This is an optimization exercise on Yosys and OpenROAD, whose aim is small area, not a production implementation.
In this exercise RTL edits were held to simulation tests only and were not proved equivalent to the original.
Power and IR drop assume default switching activity.

## lane 1
==> flow/design.v <==
module mmr_ao22 (
  input  logic a1, a2, b1, b2,
  output logic y
);
  assign y = (a1 & a2) | (b1 & b2);
endmodule
module mmr_oai22 (
  input  logic a1, a2, b1, b2,
  output logic y
);
  assign y = ~((a1 | a2) & (b1 | b2));
endmodule
module mmr_nand2 (
  input  logic a, b,
  output logic y
);
  assign y = ~(a & b);
endmodule
module mmr_and2 (
  input  logic a, b,
  output logic y
);
  assign y = a & b;
endmodule
module mmr_nor2 (
  input  logic a, b,
  output logic y
);
  assign y = ~(a | b);
endmodule
module mmr_rd16 (
  input  logic [15:0] x,
  output logic        y
);
  logic [3:0] p;
  assign p[0] = ~|x[3:0];
  assign p[1] = ~|x[7:4];
  assign p[2] = ~|x[11:8];
  assign p[3] = ~|x[15:12];
  assign y = ~&p;
endmodule
module main_mem_responder #(
  parameter int unsigned AW          = 8,
  parameter int unsigned DW          = 16,
  parameter int unsigned DEPTH       = 256,
  parameter int unsigned TURN_CYCLES = 1
) (
  input  logic          clk,
  input  logic          rst,
  input  logic [AW-1:0] mem_addr,
  input  logic          mem_write_en,
  input  logic [DW-1:0] bus_in,
  output logic [DW-1:0] bus_out,
  output logic          bus_oe,
  input  logic          load_valid,
  output logic          load_ready,
  input  logic [AW-1:0] load_addr,
  input  logic [DW-1:0] load_data,
  output logic [AW:0]   load_count,
  output logic          busy_turn
);
  localparam int unsigned CW = $clog2(TURN_CYCLES + 1);
  localparam logic [CW-1:0] TurnInit = CW'(TURN_CYCLES - 1);
  localparam logic [AW:0] CountMax = (AW + 1)'(DEPTH);
  typedef enum logic [1:0] {StHold, StTurn, StDrive, StWrite} state_e;
  state_e              state_q;
  logic [CW-1:0]       turn_cnt_q;
  logic [DEPTH*DW-1:0] store_q;
  logic [DEPTH*DW-1:0] store_d;
  logic                valid_q;
  logic                load_fire;
  assign bus_oe     = (state_q == StDrive) & ~mem_write_en;
  assign busy_turn  = (state_q == StHold) | (state_q == StTurn);
  assign load_ready = ~rst & (state_q != StHold) & ~mem_write_en;
  assign load_fire  = load_valid & load_ready;
  always_ff @(posedge clk or posedge rst) begin
    if (rst) begin
      state_q    <= StHold;
      turn_cnt_q <= '0;
    end else begin
      unique case (state_q)
        StHold: begin
          if (mem_write_en) begin
            state_q <= StWrite;
          end else begin
            state_q    <= StTurn;
            turn_cnt_q <= TurnInit;
          end
        end
        StTurn: begin
          if (mem_write_en) begin
            state_q <= StWrite;
          end else if (turn_cnt_q == '0) begin
            state_q <= StDrive;
          end else begin
            turn_cnt_q <= turn_cnt_q - CW'(1);
          end
        end
        StDrive: begin
          if (mem_write_en) begin
            state_q <= StWrite;
          end
        end
        StWrite: begin
          if (!mem_write_en) begin
            state_q    <= StTurn;
            turn_cnt_q <= TurnInit;
          end
        end
        default: state_q <= StHold;
      endcase
    end
  end
  logic [AW-1:0]    waddr;
  logic [DW-1:0]    wdata;
  logic             wact;
  logic             wclr;
  logic [DEPTH-1:0] whit;
  logic [DEPTH-1:0] wkeep;
  assign waddr = mem_write_en ? mem_addr : load_addr;
  assign wdata = mem_write_en ? bus_in : load_data;
  assign wact  = mem_write_en | load_fire;
  assign wclr  = wact & ~valid_q;
  logic [15:0] wlo, whi;
  always_comb begin
    for (int unsigned k = 0; k < 16; k++) begin
      wlo[k] = wact & (waddr[3:0] == 4'(k));
      whi[k] = (waddr[7:4] == 4'(k));
    end
  end
  for (genvar i = 0; i < DEPTH; i++) begin : g_wdec
    mmr_and2 u_hit  (.a(whi[i/16]), .b(wlo[i%16]), .y(whit[i]));
    mmr_nor2 u_keep (.a(whit[i]), .b(wclr), .y(wkeep[i]));
  end
  for (genvar i = 0; i < DEPTH; i++) begin : g_word
    for (genvar b = 0; b < DW; b++) begin : g_bit
      mmr_ao22 u_next (
        .a1(whit[i]), .a2(wdata[b]), .b1(wkeep[i]), .b2(store_q[i*DW+b]),
        .y(store_d[i*DW+b])
      );
    end
  end
  always_ff @(posedge clk) begin
    store_q <= store_d;
  end
  always_ff @(posedge clk or posedge rst) begin
    if (rst) begin
      valid_q <= 1'b0;
    end else if (wact) begin
      valid_q <= 1'b1;
    end
  end
  logic [DEPTH-1:0] rsel_n;
  logic [15:0]      rlo, rhi;
  always_comb begin
    for (int unsigned k = 0; k < 16; k++) begin
      rlo[k] = (mem_addr[3:0] == 4'(k));
      rhi[k] = (mem_addr[7:4] == 4'(k));
    end
  end
  for (genvar i = 0; i < DEPTH; i++) begin : g_rdec
    mmr_nand2 u_sel (.a(rhi[i/16]), .b(rlo[i%16]), .y(rsel_n[i]));
  end
  localparam int unsigned N1 = DEPTH / 2;    
  localparam int unsigned N3 = N1 / 16;      
  logic [DW-1:0] rdata;
  for (genvar b = 0; b < DW; b++) begin : g_rbit
    logic [N1-1:0] l1;
    logic [N3-1:0] l3;
    for (genvar j = 0; j < N1; j++) begin : g_l1
      mmr_oai22 u_l1 (
        .a1(store_q[(2*j)*DW+b]),   .a2(rsel_n[2*j]),
        .b1(store_q[(2*j+1)*DW+b]), .b2(rsel_n[2*j+1]),
        .y(l1[j])
      );
    end
    for (genvar j = 0; j < N3; j++) begin : g_l3
      mmr_rd16 u_l3 (.x(l1[16*j +: 16]), .y(l3[j]));
    end
    assign rdata[b] = ~|l3;
  end
  always_ff @(posedge clk or posedge rst) begin
    if (rst) begin
      bus_out <= '0;
    end else if (!mem_write_en) begin
      bus_out <= rdata & {DW{valid_q}};
    end
  end
  always_ff @(posedge clk or posedge rst) begin
    if (rst) begin
      load_count <= '0;
    end else if (load_fire && (load_count != CountMax)) begin
      load_count <= load_count + (AW + 1)'(1);
    end
  end
endmodule
make LEC_CHECK=0 CAP_MARGIN=20 CORE_MARGIN=2 CORE_UTILIZATION=60 CTS_BUF_LIST=sky130_fd_sc_hd__clkbuf_8 CTS_CLUSTER_DIAMETER=70 CTS_CLUSTER_SIZE=14 PLACE_DENSITY=0.65 SLEW_MARGIN=20 SYNTH_HIERARCHICAL=1 finish   # period 8.0 ns
run.sh (not shown) runs the stock make flow with config.mk's settings and CLKGATE_MAP_FILE= SYNTH_SCRIPT=/design/flow/synth_recipe.tcl, a recipe that flattens the netlist after the stock synthesis.
### lane 1 -> lane 2
--- a/flow/design.v
+++ b/flow/design.v
@@ -1,8 +1,8 @@
-module mmr_ao22 (
+module mmr_oa22 (
   input  logic a1, a2, b1, b2,
   output logic y
 );
-  assign y = (a1 & a2) | (b1 & b2);
+  assign y = (a1 | a2) & (b1 | b2);
 endmodule
 module mmr_oai22 (
   input  logic a1, a2, b1, b2,
@@ -15,18 +15,6 @@
   output logic y
 );
   assign y = ~(a & b);
-endmodule
-module mmr_and2 (
-  input  logic a, b,
-  output logic y
-);
-  assign y = a & b;
-endmodule
-module mmr_nor2 (
-  input  logic a, b,
-  output logic y
-);
-  assign y = ~(a | b);
 endmodule
 module mmr_rd16 (
   input  logic [15:0] x,
@@ -112,15 +100,15 @@
     end
   end
   logic [AW-1:0]    waddr;
-  logic [DW-1:0]    wdata;
+  logic [DW-1:0]    wdata_n;
   logic             wact;
-  logic             wclr;
-  logic [DEPTH-1:0] whit;
-  logic [DEPTH-1:0] wkeep;
-  assign waddr = mem_write_en ? mem_addr : load_addr;
-  assign wdata = mem_write_en ? bus_in : load_data;
-  assign wact  = mem_write_en | load_fire;
-  assign wclr  = wact & ~valid_q;
+  logic             wclr_n;
+  logic [DEPTH-1:0] whit_n;
+  logic [DEPTH-1:0] wkeep_n;
+  assign waddr   = mem_write_en ? mem_addr : load_addr;
+  assign wdata_n = ~(mem_write_en ? bus_in : load_data);
+  assign wact    = mem_write_en | load_fire;
+  assign wclr_n  = ~(wact & ~valid_q);
   logic [15:0] wlo, whi;
   always_comb begin
     for (int unsigned k = 0; k < 16; k++) begin
@@ -129,13 +117,13 @@
     end
   end
   for (genvar i = 0; i < DEPTH; i++) begin : g_wdec
-    mmr_and2 u_hit  (.a(whi[i/16]), .b(wlo[i%16]), .y(whit[i]));
-    mmr_nor2 u_keep (.a(whit[i]), .b(wclr), .y(wkeep[i]));
+    mmr_nand2 u_hit  (.a(whi[i/16]), .b(wlo[i%16]), .y(whit_n[i]));
+    mmr_nand2 u_keep (.a(whit_n[i]), .b(wclr_n), .y(wkeep_n[i]));
   end
   for (genvar i = 0; i < DEPTH; i++) begin : g_word
     for (genvar b = 0; b < DW; b++) begin : g_bit
-      mmr_ao22 u_next (
-        .a1(whit[i]), .a2(wdata[b]), .b1(wkeep[i]), .b2(store_q[i*DW+b]),
+      mmr_oa22 u_next (
+        .a1(whit_n[i]), .a2(wdata_n[b]), .b1(wkeep_n[i]), .b2(store_q[i*DW+b]),
         .y(store_d[i*DW+b])
       );
     end
@@ -177,7 +165,7 @@
     for (genvar j = 0; j < N3; j++) begin : g_l3
       mmr_rd16 u_l3 (.x(l1[16*j +: 16]), .y(l3[j]));
     end
-    assign rdata[b] = ~|l3;
+    assign rdata[b] = |l3;
   end
   always_ff @(posedge clk or posedge rst) begin
     if (rst) begin
Results
- Delta (lane 2 minus lane 1): register share of total power increased 0.7 points, area fraction in compound gates after synthesis increased 0.18 points, critical path depth decreased 1, worst path setup slack after routing increased 390 ps, maximum frequency increased about 6%.
- Routed wire length of lane 2 falls short of that of lane 1 slightly.
- Between lane 1 and lane 2, the total inserted antenna cells is lower for lane 2.
- Taking lane 2 over lane 1, the ratio of total power to cell area ratio works out to 1.08.
- Reported for lane 1 and lane 2, number of buffers on the longest clock path turned out identical to the last digit.
- Lane 2 and lane 1 ended up with roughly the same adder-cell share of the synthesized area.
- First element of the critical path = mem_addr[2]: lane 1; first element of the critical path = mem_addr[1]: lane 2
- Utilization in lane 2 is 0.17 points below lane 1.
- Of lane 2 and lane 1, it is lane 2 that has the higher transition time of the tightest slew-check pin.
- Lane 1 has higher cell area than lane 2.
- Required time of the critical path on lane 2 is down relative to lane 1.

afterwards: timing with drivers on the ports:
No port has a modelled driver above. Below, the same layouts with a new extraction and two added sets of constraints. Step 1, drivers: a clkbuf_16 drives clk and a buf_2 each remaining input, both assumed. Step 2 adds t to the input delays and takes it off the output delays; t is the mean of the earliest and latest rising clock arrival at the registers after step 1. Input paths then give back, and output paths get back, about the clock's delay inside the block. Three values: no drivers, after step 1, after step 2; two values: the first two.
run	t (ns)	setup WS [ns]	worst register clock-pin slew, ns	worst data-port slew with drivers (ns)
lane 1	1.194	0.916 / 0.962 / -0.232	0.11 / 0.11	0.20
lane 2	1.179	1.310 / 1.367 / 0.188	0.10 / 0.10	0.24
With both steps, setup timing fails in lane 1, where it was met with ideal ports. For lane 1, which loses most, drivers alone change the setup slack by +0.046 ns; drivers and shift together by -1.148 ns.
